Background: an optimization exercise with open tools, aiming at small area, a short achievable clock period and few clock cycles per item. Do not read the settings as production practice.
The RTL was checked by simulation tests, not by an equivalence proof against the original design.
No activity file was given, so power comes from the tool's default toggle rates.

==> flow/design.v, too long to show whole: its modules and the start of the top module <==
// module cosim_add: 29 lines
// module cosim_front: 930 lines
// module cosim_queue: 36 lines
// module cosim_back: 149 lines
// module cosine_similarity_threshold: 77 lines
module cosine_similarity_threshold (
  input  logic                      clk,
  input  logic                      rst,
  input  logic                      in_valid,
  output logic                      in_ready,
  input  logic signed [ELEM_W-1:0]  in_a,
  input  logic signed [ELEM_W-1:0]  in_b,
  input  logic                      in_last,
  output logic                      out_valid,
  input  logic                      out_ready,
  output logic signed [SCORE_W-1:0] out_score,
  output logic                      out_is_match,
  output logic                      out_zero_norm,
  input  logic                      cfg_wr_en,
  input  logic signed [SCORE_W-1:0] cfg_wr_data
);
  // ...
==> flow/run.sh <==
#!/bin/bash
# synth_recipe.tcl (not shown) runs the flow's synth.tcl, then flattens the netlist and writes it again
# the make line also repeats each setting of config.mk as NAME=value (left out here)
make -C /OpenROAD-flow-scripts/flow DESIGN_CONFIG=/design/flow/config.mk WORK_HOME=/design/flow/orfs CLKGATE_MAP_FILE= SYNTH_SCRIPT=/design/flow/synth_recipe.tcl finish
==> flow/config.mk <==
export PLATFORM = sky130hd
export DESIGN_NAME = cosine_similarity_threshold
export DESIGN_NICKNAME = cosine_similarity_threshold
export VERILOG_FILES = /design/flow/design.v
export SDC_FILE = /design/flow/constraint.sdc
export NUM_CORES = 4
export LEC_CHECK = 0
export CAP_MARGIN = 35
export CORE_MARGIN = 2
export CORE_UTILIZATION = 40
export CTS_BUF_LIST = sky130_fd_sc_hd__clkbuf_8
export CTS_CLUSTER_SIZE = 20
export SETUP_SLACK_MARGIN = 5
export SLEW_MARGIN = 35
==> flow/constraint.sdc <==
create_clock -name core_clock -period 10.0 [get_ports {clk}]
set_input_delay 2.0000 -clock core_clock [delete_from_list [all_inputs] [get_ports {clk}]]
set_output_delay 2.0000 -clock core_clock [all_outputs]
set_load 0.01 [all_outputs]
==> results.txt, run 1 <==
Synth-to-Final Area Change=10.4%; first-pass GRT wire length=291000 µm; Clock transition at path regs=0.07 ns; Final ANT Viol Nets=0; Fillers=17.6k; Synth Register Bits=1066; Clock power frac=0.161; DRC violations left=0; register area=25700 µm²; Pre-Repair DR Iteration Count=8; status=complete, no violations; worst-margin pin slew=0.950 ns; worst-path fanout max=21; later-pin clock latency in the skew report=0.93 ns; stages on the worst setup path=19; H-tree depth=4; Tmin final=4.81 ns; via/cell ratio=5.01; dpl ws=4.33 ns; met3 WL=7620 µm; clock buffers=212; M3 GR Usage=0.0263; Overflow after GRT=0; DR top layer=met4; crit-path cells=buf_12 -> and2_1 -> fa_1 -> inv_1 -> fa_1 -> inv_1 -> ha_1 -> a21oi_1 -> o211ai_1 -> nand3_2 -> a211oi_4 -> o2111ai_4 -> buf_4 -> a21oi_2 -> nor2_1 -> o21bai_2 -> a21oi_2 -> nor4b_2 -> nor3_1; WP data arrival=5.46 ns; Slew HR=0.367; post-synthesis average cell area=9.67 µm²; CTS root buffer=clkbuf_8; Synth Area in Compound Gates=0.0916; I/O Buffers=73; combinational power=0.0150 W; Hold Slack=0.409 ns; Hold Crit Class=reg2reg; post-CTS sizing=33; Leak=37.1 nW; pwr dens=316 nW/µm²; largest net degree at the start of global routing=128; I/O Pins=74; TritonCTS clock tree=done; P_clk=0.00411 W; drt wl/cell=17.8 µm; Psw=0.0114 W; Cell Rows=157; sw frac=0.446
Testbench counts, summed over its fixed seeds: cycles 35,645, vectors 1,200.
==> run 2, diff against run 1 <==
--- a/flow/config.mk
+++ b/flow/config.mk
@@ -9,6 +9,6 @@
 export CORE_MARGIN = 2
 export CORE_UTILIZATION = 40
 export CTS_BUF_LIST = sky130_fd_sc_hd__clkbuf_8
-export CTS_CLUSTER_SIZE = 20
+export PLACE_DENSITY = 0.75
 export SETUP_SLACK_MARGIN = 5
 export SLEW_MARGIN = 35
==> results.txt, run 2 <==
status=complete, no violations (unchanged); Post-Syn Instances=7597 (unchanged); critical path type=reg2reg (unchanged); Max VDD drop=0.000440 V (was 0.000385 V); later-pin clock latency in the skew report=0.89 ns (was 0.93 ns); Die Wd=432 µm (unchanged); dpl hpwl=126000 µm (was 129000 µm); RSZ-0062 raised after global routing=yes (unchanged); Largest register FFs=100 (unchanged); slowest stage cell, crit path=fa_1 (unchanged); CP startpoint kind=register (unchanged); Syn Nets=8859 (unchanged); sw frac=0.451 (was 0.446); fraction of layout cells with a size suffix above 1=0.0634 (was 0.0668); TritonCTS clock tree=done (unchanged); pwr dens=317 nW/µm² (was 316 nW/µm²); async set-reset flop share out of synthesis=0 (unchanged); Synth Cell Area=73400 µm² (unchanged); largest registers=u_back.R: 100 flops, u_back.W: 97 flops, u_back.DA: 84 flops (unchanged); CTS root buffer=clkbuf_8 (unchanged); Layout Cells excl Fill=10.2k (about the same); Num CTS Buffers=174 (was 189); final wirelength=176000 µm (was 182000 µm); Hold Crit Class=reg2reg (unchanged); clock skew=0.0396 ns (was 0.0514 ns); largest net degree at the start of global routing=156 (was 128); CTS max path bufs=3 (unchanged); Final ANT Viol Nets=0 (unchanged); Overflow after GRT=0 (unchanged); initial antenna violation count=7 (was 4); most frequent cell after synthesis=inv_1 (unchanged); Slew HR=0.281 (was 0.367); initial drt markers=4002 (was 3028); area used by multi-input combinational logic=42100 µm² (was 42200 µm²); Layout Nets=8896 (was 8917); Synth-to-Final Area Change=9.78% (was 10.4%); Pre-Repair DR Iteration Count=6 (was 8); final setup TNS=0 ns (unchanged); R2R setup slack=5.10 ns (was 5.19 ns); most common cell after layout, fill and taps aside=inv_1 (unchanged); most frequent cells in the layout=inv_1 (1308), nand2_1 (906), fa_1 (698), dfxtp_1 (626), and2_1 (546) (was inv_1 (1332), nand2_1 (906), fa_1 (698), dfxtp_1 (620), and2_1 (545)); Leak=36.9 nW (was 37.1 nW); Final Cycle Share=0.490 (was 0.481); Starting Density=0.402 (unchanged); total number of vias=52.0k (was 51.1k); commonest cells in the netlist=inv_1 (1258), nand2_1 (909), fa_1 (698) (unchanged); Main synth FF type=dfxtp_1 (unchanged); Reg with most FFs=u_back.R (unchanged); final slew viol count=0 (unchanged); I/O Pins=74 (unchanged); Clock power frac=0.151 (was 0.161); Placeable Area=183000 µm² (unchanged); Synth warnings=4 (unchanged); drt wl/cell=17.3 µm (was 17.8 µm); via/cell ratio=5.11 (was 5.01); DRC violations left=0 (unchanged); crit end category=register (unchanged); I/O Buffers=73 (unchanged); CTS sink cnt=1066 (unchanged); worst-path fanout max=73 (was 21); critical path's largest stage delay=0.49 ns (was 0.54 ns); Cell Rows=157 (unchanged); post-synthesis average cell area=9.67 µm² (unchanged); share of Yosys cell area claimed by the top area cell type=0.190 (unchanged); H-tree depth=4 (unchanged); P_int=0.0141 W (was 0.0142 W); Synth Register Bits=1066 (unchanged); Reg power frac=0.255 (about the same); WP data arrival=5.60 ns (was 5.46 ns); biggest area consumer among synthesized cells=fa_1 (unchanged); Clock transition at path regs=0.06 ns (was 0.07 ns); synth unique cells=88 (unchanged); Peak Freq=0.204 GHz (was 0.208 GHz); synth top area cells=fa_1 (19%), edfxtp_1 (18%), dfxtp_1 (17%), ha_1 (8.7%), inv_1 (6.4%) (unchanged); final hold violations=0 (unchanged); EDFF count, synth=436 (unchanged); Worst EP required=10.70 ns (was 10.65 ns); number of global-route vias before repair=54.5k (was 53.2k); gpl congestion=0.930 (was 0.877); Tmin final=4.90 ns (was 4.81 ns); crit-path cells=inv_1 -> fa_1 -> ha_1 -> a21o_1 -> a21o_1 -> a221oi_2 -> o221ai_1 -> a21oi_1 -> o21ai_0 -> o2111a_2 -> o21ai_4 -> a21o_4 -> buf_12 -> nor2_1 -> a21oi_1 -> o21ai_0 (was buf_12 -> and2_1 -> fa_1 -> inv_1 -> fa_1 -> inv_1 -> ha_1 -> a21oi_1 -> o211ai_1 -> nand3_2 -> a211oi_4 -> o2111ai_4 -> buf_4 -> a21oi_2 -> nor2_1 -> o21bai_2 -> a21oi_2 -> nor4b_2 -> nor3_1); first-pass GRT wire length=286000 µm (was 291000 µm); die area=187000 µm² (unchanged); Fillers=17.0k (was 17.6k); post-synthesis sequential area ratio=0.350 (unchanged); worst-margin pin slew=1.08 ns (was 0.950 ns); Die H=432 µm (unchanged); Psw=0.0115 W (was 0.0114 W); max_cap viols=0 (unchanged); Setup-failing EPs final=0 (unchanged); register area=25700 µm² (about the same); aggregate global-route resource usage=0.190 (was 0.196); Cells after DPL=9825 (was 9829); Comb power frac=0.594 (was 0.585)
## run 2: changes by cell type in the layout (fill, tap and decap cells not counted), moves of 3 or more
cell	change
clkinv_2	+6
dfxtp_1	+6
inv_12	-5
inv_1	-24
buf_4	-3
clkbuf_8	-7
clkinv_1	+3
buf_6	-3
dfxtp_2	-6
## run 2: final cells by class
type | count | share of cell area
Inverter | 1259 | 0.0589
Clock buffer | 206 | 0.0352
Tap cell | 2385 | 0.0370
Antenna cell | 3 | 0.0000931
Multi-Input combinational cell | 4985 | 0.523
Clock inverter | 118 | 0.00835
Timing Repair Buffer | 148 | 0.0188
Sequential cell | 1066 | 0.319
## run 2: power by group through the flow
stage,sequential [W],combinational [W],clock (W)
floorplan,0.00624,0.0114,0
global placement,0.00657,0.0137,0
detailed placement,0.00660,0.0142,0
CTS,0.00651,0.0149,0.00395
global route,0.00662,0.0171,0.00413
finish,0.00653,0.0152,0.00385
## run 2: path summary, 6_finish.rpt
| check | from | to | depth (start not counted) |
|---|---|---|---|
| worst max register to register | u_back.W[34] | u_back.R[6] | 16 |
| worst min register to register | u_queue.q_na[4] | u_back.MP[4] | 0 |
| worst max-delay path | u_back.W[34] | u_back.R[6] | 16 |
| worst min-delay path | u_queue.q_na[4] | u_back.MP[4] | 0 |
## run 2: logic make-up (layout without fill, tap and decap cells)
| kind of cell | after synthesis | after routing | synth area share |
|---|---|---|---|
| xor+xnor | 350 | 350 | 0.0417 |
| compound gates | 1062 | 1065 | 0.0916 |
| fa+ha+maj | 1208 | 1208 | 0.277 |
| other cells | 0 | 3 | 0 |
| mux | 22 | 22 | 0.00303 |
| simple gates | 2340 | 2340 | 0.157 |
| flops | 1066 | 1066 | 0.350 |
| buf+inv | 1549 | 1731 | 0.0797 |
## run 2: worst max-delay path, delay by kind of cell, from the launching register on
kind                     cells  cell delay [ns]
buffers and inverters        2             0.37
flip-flops                   1             0.37
AND/OR/NAND/NOR              1             0.12
AO/OA/AOI/OAI               11             2.81
adder cells (fa/ha/maj)      2             0.88
## run 2: timing repair
item                                    in CTS  in global routing
pin swaps                                    3                 10
endpoints found under the setup margin     142                176
gates resized for setup                     28                 37
buffers inserted                             6                  5
hold buffers                                 0                  0
cloned                                       4                  3
## run 2: metrics by stage
stage / setup slack [ns] / area [µm²] / hold slack, ns / power [W] / utilization
after floorplan: 5.21 / 73500 / 0.368 / 0.0176 / -
after global placement: 4.40 / 76600 / 0.402 / 0.0202 / 0.419
after detailed placement: 4.31 / 76600 / 0.405 / 0.0208 / 0.419
after CTS: 4.92 / 80400 / 0.416 / 0.0254 / 0.440
after global routing: 4.97 / 80600 / 0.419 / 0.0278 / 0.441
final: 5.10 / 80600 / 0.416 / 0.0256 / 0.441
## run 2: routing by layer
metal | wire length, µm | GRT usage | vias to the layer above
li1 | - | - | 24467
met1 | 76000 | 0.251 | 25482
met2 | 82500 | 0.313 | 1649
met3 | 11900 | 0.0325 | 387
met4 | 6100 | 0.0704 | 0
met5 | 0 | 0 | -
==> run 3, diff against run 2 <==
--- a/flow/config.mk
+++ b/flow/config.mk
@@ -8,7 +8,6 @@
 export CAP_MARGIN = 35
 export CORE_MARGIN = 2
 export CORE_UTILIZATION = 40
-export CTS_BUF_LIST = sky130_fd_sc_hd__clkbuf_8
-export PLACE_DENSITY = 0.75
+export CTS_BUF_LIST = sky130_fd_sc_hd__clkbuf_4 sky130_fd_sc_hd__clkbuf_8
 export SETUP_SLACK_MARGIN = 5
 export SLEW_MARGIN = 35
==> results.txt, run 3 <==
number of global-route vias before repair=53.2k (was 54.5k); dpl hpwl=129000 µm (was 126000 µm); critical path type=reg2reg (unchanged); Placeable Area=183000 µm² (unchanged); max_cap viols=0 (unchanged); Fillers=17.5k (was 17.0k); Cell Rows=157 (unchanged); Tmin final=4.83 ns (was 4.90 ns); register area=25700 µm² (about the same); Synth Cell Area=73400 µm² (unchanged); Top cell by count, worst path=a21o_1; async set-reset flop share out of synthesis=0 (unchanged); initial drt markers=3043 (was 4002); CTS max path bufs=3 (unchanged); Final Cycle Share=0.483 (was 0.490); aggregate global-route resource usage=0.196 (was 0.190); largest registers=u_back.R: 100 flops, u_back.W: 97 flops, u_back.DA: 84 flops (unchanged); CTS root buffer=clkbuf_8 (unchanged); EDFF count, synth=436 (unchanged); crit end category=register (unchanged); synth top area cells=fa_1 (19%), edfxtp_1 (18%), dfxtp_1 (17%), ha_1 (8.7%), inv_1 (6.4%) (unchanged); most common cell after layout, fill and taps aside=inv_1 (unchanged); Clock transition at path regs=0.07 ns (was 0.06 ns); fin worst setup slack=5.17 ns (was 5.10 ns); Peak Freq=0.207 GHz (was 0.204 GHz); Hold Slack=0.408 ns (was 0.416 ns); Worst EP required=10.77 ns (was 10.70 ns); crit-path cells=inv_1 -> fa_1 -> ha_1 -> a21o_1 -> a21o_1 -> a21o_1 -> and3_4 -> o311a_1 -> o21a_1 -> o2111a_2 -> o21ai_4 -> a21o_4 -> buf_16 -> nor4_1 -> a2111oi_1 (was inv_1 -> fa_1 -> ha_1 -> a21o_1 -> a21o_1 -> a221oi_2 -> o221ai_1 -> a21oi_1 -> o21ai_0 -> o2111a_2 -> o21ai_4 -> a21o_4 -> buf_12 -> nor2_1 -> a21oi_1 -> o21ai_0); grt peak-use layer=met2 (unchanged); area used by multi-input combinational logic=42200 µm² (was 42100 µm²); CP Launch Point=u_back.W[6] (was u_back.W[34]); Setup-failing EPs final=0 (unchanged); initial antenna violation count=5 (was 7); Syn Nets=8859 (unchanged); share of Yosys cell area claimed by the top area cell type=0.190 (unchanged); worst-path fanout max=85 (was 73); final hold violations=0 (unchanged); Final ANT Viol Nets=0 (unchanged); fraction of layout cells with a size suffix above 1=0.0771 (was 0.0634); most frequent cell after synthesis=inv_1 (unchanged); M3 GR Usage=0.0262 (was 0.0325); critical path's largest stage delay=0.46 ns (was 0.49 ns); crit-path leading delay family=compound AO/OA/AOI/OAI gates (unchanged); R2R Path Start=u_back.W[6] (was u_back.W[34]); die area=187000 µm² (unchanged); Overflow after GRT=0 (unchanged); CTS sink cnt=1066 (unchanged); status=complete, no violations (unchanged); drt wl/cell=17.8 µm (was 17.3 µm); Cells after DPL=9829 (was 9825); I/O Buffers=73 (unchanged); pwr dens=317 nW/µm² (about the same); commonest cells in the netlist=inv_1 (1258), nand2_1 (909), fa_1 (698) (unchanged); Leak=37.0 nW (was 36.9 nW); total number of vias=51.1k (was 52.0k); WP data arrival=5.61 ns (was 5.60 ns); RSZ-0062 raised after global routing=yes (unchanged); largest net degree at the start of global routing=128 (was 156); Main synth FF type=dfxtp_1 (unchanged); final wirelength=182000 µm (was 176000 µm); Reg with most FFs=u_back.R (unchanged); met1 GRT Util=0.266 (was 0.251); Hold Crit Class=reg2reg (unchanged); Die Wd=432 µm (unchanged); min-delay src=u_queue.q_na[13] (was u_queue.q_na[4]); DRC violations left=0 (unchanged); post-synthesis sequential area ratio=0.350 (unchanged); CP startpoint kind=register (unchanged); sum of buffers and inverters on the critical path=2 (unchanged); met2 GRT Util=0.322 (was 0.313); post-synthesis average cell area=9.67 µm² (unchanged); Synth-to-Final Area Change=10.8% (was 9.78%); later-pin clock latency in the skew report=0.93 ns (was 0.89 ns); slowest stage cell, crit path=fa_1 (unchanged); biggest area consumer among synthesized cells=fa_1 (unchanged); Layout Cells excl Fill=10.2k (about the same); H-tree depth=4 (unchanged); final setup TNS=0 ns (unchanged); most frequent cells in the layout=inv_1 (1255), nand2_1 (906), fa_1 (698), dfxtp_1 (620), and2_1 (545) (was inv_1 (1308), nand2_1 (906), fa_1 (698), dfxtp_1 (626), and2_1 (546)); first-pass GRT wire length=291000 µm (was 286000 µm); TritonCTS clock tree=done (unchanged); via/cell ratio=5.01 (was 5.11); dpl ws=4.33 ns (was 4.31 ns); synth unique cells=88 (unchanged); Die H=432 µm (unchanged); Largest register FFs=100 (unchanged); Pre-Repair DR Iteration Count=5 (was 6); final slew viol count=0 (unchanged); Synth Register Bits=1066 (unchanged); I/O Pins=74 (unchanged); Max VDD drop=0.000387 V (was 0.000440 V); Starting Density=0.402 (unchanged); Slew HR=0.376 (was 0.281); Synth warnings=4 (unchanged); Num CTS Buffers=189 (was 174); clock skew=0.0556 ns (was 0.0396 ns); Post-Syn Instances=7597 (unchanged); Layout Nets=8917 (was 8896); gpl congestion=0.877 (was 0.930); worst-margin pin slew=0.936 ns (was 1.08 ns)
-- run 3: changes by cell type in the layout (fill, tap and decap cells not counted), sizes merged, moves of 2 or more --
| cell | before | now |
|---|---|---|
| buf | 73 | 79 |
| bufbuf | 2 | 0 |
| bufinv | 5 | 7 |
| clkbuf | 208 | 294 |
| clkinv | 50 | 42 |
| inv | 1318 | 1270 |
-- run 3: logic make-up (layout without fill, tap and decap cells) --
| kind of cell | after synthesis | count (layout) | share of synthesized area |
|---|---|---|---|
| xor gates and xnor gates | 350 | 350 | 0.0417 |
| buffers and inverters | 1549 | 1767 | 0.0797 |
| DFF | 1066 | 1066 | 0.350 |
| adders and majority gates | 1208 | 1208 | 0.277 |
| other | 0 | 4 | 0 |
| AOI/OAI and AO/OA | 1062 | 1064 | 0.0916 |
| muxes | 22 | 22 | 0.00303 |
| and+or+nand+nor | 2340 | 2340 | 0.157 |
-- run 3: worst reg2reg max path, cell delays in order (launching register included) --
cell       delay [ns]
dfxtp_1          0.39
inv_1            0.08
fa_1             0.46
ha_1             0.37
a21o_1           0.23
a21o_1           0.19
a21o_1           0.19
and3_4           0.18
o311a_1          0.46
o21a_1           0.28
o2111a_2         0.35
o21ai_4          0.26
a21o_4           0.40
buf_16           0.38
nor4_1           0.13
a2111oi_1        0.35
-- run 3: report_power, final --
group / total, W / internal, W / switching, W
registers: 0.00651 / 0.00573 / 0.000780
clock network: 0.00440 / 0.00244 / 0.00196
logic: 0.0149 / 0.00625 / 0.00861
total: 0.0258 / 0.0144 / 0.0114
-- run 3: path summary, 6_finish.rpt --
| path | end | slack [ns] | cells after the start |
|---|---|---|---|
| max | u_back.R[84] | 5.17 | 15 |
| min | u_back.MP[13] | 0.41 | 0 |
| max reg2reg | u_back.R[84] | 5.17 | 15 |
| min reg2reg | u_back.MP[13] | 0.41 | 0 |
-- run 3: per-layer routing --
| metal | up-vias | wire [µm] | share of wire |
|---|---|---|---|
| met3 | 291 | 7910 | 0.044 |
| met5 | - | 0 | 0 |
| met1 | 25177 | 83800 | 0.46 |
| li1 | 24560 | - | - |
| met4 | 0 | 5430 | 0.030 |
| met2 | 1078 | 84500 | 0.47 |
-- run 3: what timing repair did --
action,in CTS,in global routing
endpoints found under the setup margin,219,148
setup buffers,6,8
hold buffers,0,0
gates resized for setup,33,50
cloned,2,4
pin swaps,5,14
-- run 3: cell type report --
class,instances,share of cell area
Antenna cell,4,0.000123
Clock inverter,64,0.00729
Multi-Input combinational cell,4984,0.519
Inverter,1259,0.0583
Clock buffer,289,0.0430
Timing Repair Buffer,155,0.0194
Tap cell,2385,0.0367
Sequential cell,1066,0.316
-- run 3: metrics by stage --
| stage | utilization | total power [W] | instance area, µm² |
|---|---|---|---|
| floorplan | - | 0.0176 | 73500 |
| detailed placement | 0.420 | 0.0208 | 76600 |
| CTS | 0.443 | 0.0257 | 80900 |
| global placement | 0.419 | 0.0205 | 76600 |
| global route | 0.445 | 0.0282 | 81300 |
| finish | 0.445 | 0.0258 | 81400 |
==> run 4, diff against run 3 <==
--- a/flow/config.mk
+++ b/flow/config.mk
@@ -7,7 +7,8 @@
 export LEC_CHECK = 0
 export CAP_MARGIN = 35
 export CORE_MARGIN = 2
-export CORE_UTILIZATION = 40
-export CTS_BUF_LIST = sky130_fd_sc_hd__clkbuf_4 sky130_fd_sc_hd__clkbuf_8
+export CORE_UTILIZATION = 50
+export CTS_BUF_LIST = sky130_fd_sc_hd__clkbuf_8
+export PLACE_DENSITY = 0.65
 export SETUP_SLACK_MARGIN = 5
 export SLEW_MARGIN = 35
==> results.txt, run 4 <==
Max VDD drop=0.000543 V (was 0.000387 V); P_int=0.0142 W (was 0.0144 W); Clock power frac=0.162 (was 0.171); EDFF count, synth=436 (unchanged); Psw=0.0113 W (was 0.0114 W); Syn Nets=8859 (unchanged); TritonCTS clock tree=done (unchanged); slowest stage cell, crit path=clkdlybuf4s50_1 (was fa_1); biggest area consumer among synthesized cells=fa_1 (unchanged); Hold Crit Class=reg2reg (unchanged); most common cell after layout, fill and taps aside=inv_1 (unchanged); Reg power frac=0.257 (was 0.253); largest registers=u_back.R: 100 flops, u_back.W: 97 flops, u_back.DA: 84 flops (unchanged); Peak Freq=0.208 GHz (was 0.207 GHz); worst-path fanout max=3 (was 85); Reg with most FFs=u_back.R (unchanged); Final Cycle Share=0.480 (was 0.483); aggregate global-route resource usage=0.240 (was 0.196); crit end category=output pin (was register); synth top area cells=fa_1 (19%), edfxtp_1 (18%), dfxtp_1 (17%), ha_1 (8.7%), inv_1 (6.4%) (unchanged); Fillers=13.1k (was 17.5k); final wirelength=179000 µm (was 182000 µm); pwr dens=317 nW/µm² (about the same); Comb power frac=0.581 (was 0.577); H-tree depth=4 (unchanged); initial drt markers=3195 (was 3043); Num CTS Buffers=186 (was 189); final hold violations=0 (unchanged); Starting Density=0.504 (was 0.402); crit-path leading delay family=buffers and inverters (was compound AO/OA/AOI/OAI gates); Clock transition at path regs=0.06 ns (was 0.07 ns); first-pass GRT wire length=287000 µm (was 291000 µm); Synth Register Bits=1066 (unchanged); Setup-failing EPs final=0 (unchanged); Cell Rows=140 (was 157); CTS root buffer=clkbuf_8 (unchanged); largest net degree at the start of global routing=98 (was 128); worst-margin pin slew=1.10 ns (was 0.936 ns); clock skew=0.0435 ns (was 0.0556 ns); CTS sink cnt=1066 (unchanged); critical path type=reg2out (was reg2reg); max_cap viols=0 (unchanged); CP startpoint kind=register (unchanged); dpl ws=4.36 ns (was 4.33 ns); Placeable Area=146000 µm² (was 183000 µm²); Post-Place Cell Area=75900 µm² (was 76600 µm²); CTS max path bufs=3 (unchanged); sw frac=0.442 (was 0.441); most frequent cell after synthesis=inv_1 (unchanged); RSZ-0062 raised after global routing=yes (unchanged); Post-Syn Instances=7597 (unchanged); Hold Slack=0.393 ns (was 0.408 ns); share of Yosys cell area claimed by the top area cell type=0.190 (unchanged); fin worst setup slack=5.20 ns (was 5.17 ns); final setup TNS=0 ns (unchanged); I/O Buffers=73 (unchanged); post-synthesis average cell area=9.67 µm² (unchanged); Synth Cell Area=73400 µm² (unchanged); crit-path cells=inv_1 -> fa_1 -> nor2_1 -> a32o_1 -> clkdlybuf4s50_1 (was inv_1 -> fa_1 -> ha_1 -> a21o_1 -> a21o_1 -> a21o_1 -> and3_4 -> o311a_1 -> o21a_1 -> o2111a_2 -> o21ai_4 -> a21o_4 -> buf_16 -> nor4_1 -> a2111oi_1); Die H=387 µm (was 432 µm); sum of buffers and inverters on the critical path=2 (unchanged); Die Wd=387 µm (was 432 µm); Main synth FF type=dfxtp_1 (unchanged); critical path's largest stage delay=0.54 ns (was 0.46 ns); Overflow after GRT=0 (unchanged); Slew HR=0.260 (was 0.376); die area=150000 µm² (was 187000 µm²); total number of vias=51.3k (was 51.1k); Tmin final=4.80 ns (was 4.83 ns); most frequent cells in the layout=inv_1 (1321), nand2_1 (906), fa_1 (698), dfxtp_1 (612), and2_1 (545) (was inv_1 (1255), nand2_1 (906), fa_1 (698), dfxtp_1 (620), and2_1 (545)); DRC violations left=0 (unchanged); later-pin clock latency in the skew report=0.90 ns (was 0.93 ns); commonest cells in the netlist=inv_1 (1258), nand2_1 (909), fa_1 (698) (unchanged); Largest register FFs=100 (unchanged); fraction of layout cells with a size suffix above 1=0.0668 (was 0.0771); final slew viol count=0 (unchanged); Final ANT Viol Nets=0 (unchanged); synth unique cells=88 (unchanged); number of global-route vias before repair=52.6k (was 53.2k); async set-reset flop share out of synthesis=0 (unchanged); via/cell ratio=5.28 (was 5.01); Leak=37.1 nW (was 37.0 nW); Layout Nets=8906 (was 8917); gpl congestion=0.889 (was 0.877); status=complete, no violations (unchanged); Non-Filler Cell Area, Final=80400 µm² (was 81400 µm²); I/O Pins=74 (unchanged); Synth warnings=4 (unchanged); post-synthesis sequential area ratio=0.350 (unchanged); WP data arrival=2.80 ns (was 5.61 ns); dpl hpwl=129000 µm (about the same); Pre-Repair DR Iteration Count=6 (was 5); Synth-to-Final Area Change=9.56% (was 10.8%); drt wl/cell=18.4 µm (was 17.8 µm); Worst EP required=8.00 ns (was 10.77 ns); initial antenna violation count=7 (was 5)
[run 4: cell counts after synthesis]
No cell type changed its count.
[run 4: area by class of cell]
cell class | count | area, µm² | area share
well taps | 1917 | 2400 | 0.0298
repair buffers | 146 | 1530 | 0.0191
clock buffers | 224 | 3080 | 0.0383
flip-flops and latches | 1066 | 25700 | 0.320
inverters | 1259 | 4750 | 0.0590
multi-input cells | 4985 | 42200 | 0.524
diodes | 5 | 12.5 | 0.000156
clock inverters | 123 | 773 | 0.00961
[run 4: path summary, 6_finish.rpt]
check / depth (start not counted) / end / slack [ns] / startpoint
worst max register to register: 18 / u_back.DA[76] / 5.20 / u_back.DA[0]
worst max-delay path: 5 / in_ready / 5.20 / u_front.l1
worst min register to register: 0 / u_back.MP[2] / 0.39 / u_queue.q_na[2]
worst min-delay path: 0 / u_back.MP[2] / 0.39 / u_queue.q_na[2]
[run 4: metal layers]
layer  wire (µm)  vias to the layer above  global-route usage  part of all wire
li1            -                    24528                   -                 -
met1       79800                    25283               0.322              0.45
met2       85400                     1212               0.402              0.48
met3        8350                      310              0.0328             0.047
met4        5360                        2              0.0805             0.030
met5          12                        -                   0          0.000067
[run 4: through the flow]
| step | total power [W] | utilization | std cells |
|---|---|---|---|
| 6_report | 0.0255 | 0.552 | 9725 |
| 2_1_floorplan | 0.0176 | - | 7597 |
| 3_3_place_gp | 0.0204 | 0.521 | 9350 |
| 3_5_place_dp | 0.0207 | 0.521 | 9350 |
| 4_1_cts | 0.0254 | 0.549 | 9704 |
| 5_1_grt | 0.0278 | 0.552 | 9723 |
[run 4: worst register-to-register path: stages, from the launching register on]
cell and delay [ns]:
edfxtp_1 0.42, buf_12 0.19, and2_1 0.25, fa_1 0.53, inv_1 0.06, fa_1 0.54, inv_1 0.05, ha_1 0.31
a21oi_2 0.09, o211ai_1 0.30, nand3_2 0.20, a211oi_4 0.31, o2111ai_2 0.23, a21oi_1 0.21, nor2_1 0.08, o21bai_1 0.21
a21oi_1 0.16, nor4b_1 0.28, nor3_1 0.10
[run 4: timing repair]
item	CTS	global route
buffers inserted	4	10
cloned	3	4
endpoints found under the setup margin	144	163
hold buffers	0	0
gates resized for setup	27	41
pin swaps	4	9
[run 4: power by group through the flow]
stage | Clock, W | Combinational (W) | Sequential [W]
global route | 0.00442 | 0.0167 | 0.00665
global placement | 0 | 0.0137 | 0.00664
detailed placement | 0 | 0.0141 | 0.00664
CTS | 0.00424 | 0.0146 | 0.00656
floorplan | 0 | 0.0114 | 0.00624
finish | 0.00414 | 0.0148 | 0.00657
[run 4: cell families after synthesis]
| group | synth area share |
|---|---|
| fa+ha+maj | 0.277 |
| mux | 0.00303 |
| buf+inv | 0.0797 |
| flops | 0.350 |
| simple gates | 0.157 |
| xor+xnor | 0.0417 |
| compound gates | 0.0916 |

[static timing again, ports no longer ideal]
No port has a modelled driver above. Below, the same layouts with a new extraction and two added sets of constraints. Step 1 assumes that a clkbuf_16 drives the clock port and a buf_2 every other input. Step 2 moves the port delays by t, midway between the first and last clock arrival at a register: inputs arrive t later, outputs are due t later. That takes back most of the time a late clock gives input paths. Slacks: ideal ports / drivers / drivers and shift; pairs: ideal ports / drivers.
| run | t, ns | setup WS [ns] | worst hold slack (ns) | worst register clock-pin slew, ns |
|---|---|---|---|---|
| run 1 | 0.984 | 5.186 / 5.111 / 5.186 | 0.409 / 0.409 / 0.409 | 0.07 / 0.07 |
| run 2 | 0.953 | 5.105 / 5.105 / 5.105 | 0.416 / 0.416 / 0.416 | 0.08 / 0.08 |
| run 3 | 0.986 | 5.167 / 5.127 / 5.167 | 0.408 / 0.408 / 0.408 | 0.07 / 0.07 |
| run 4 | 0.955 | 5.199 / 5.126 / 5.203 | 0.393 / 0.393 / 0.393 | 0.07 / 0.07 |
After both steps setup and hold are still met in every run listed.
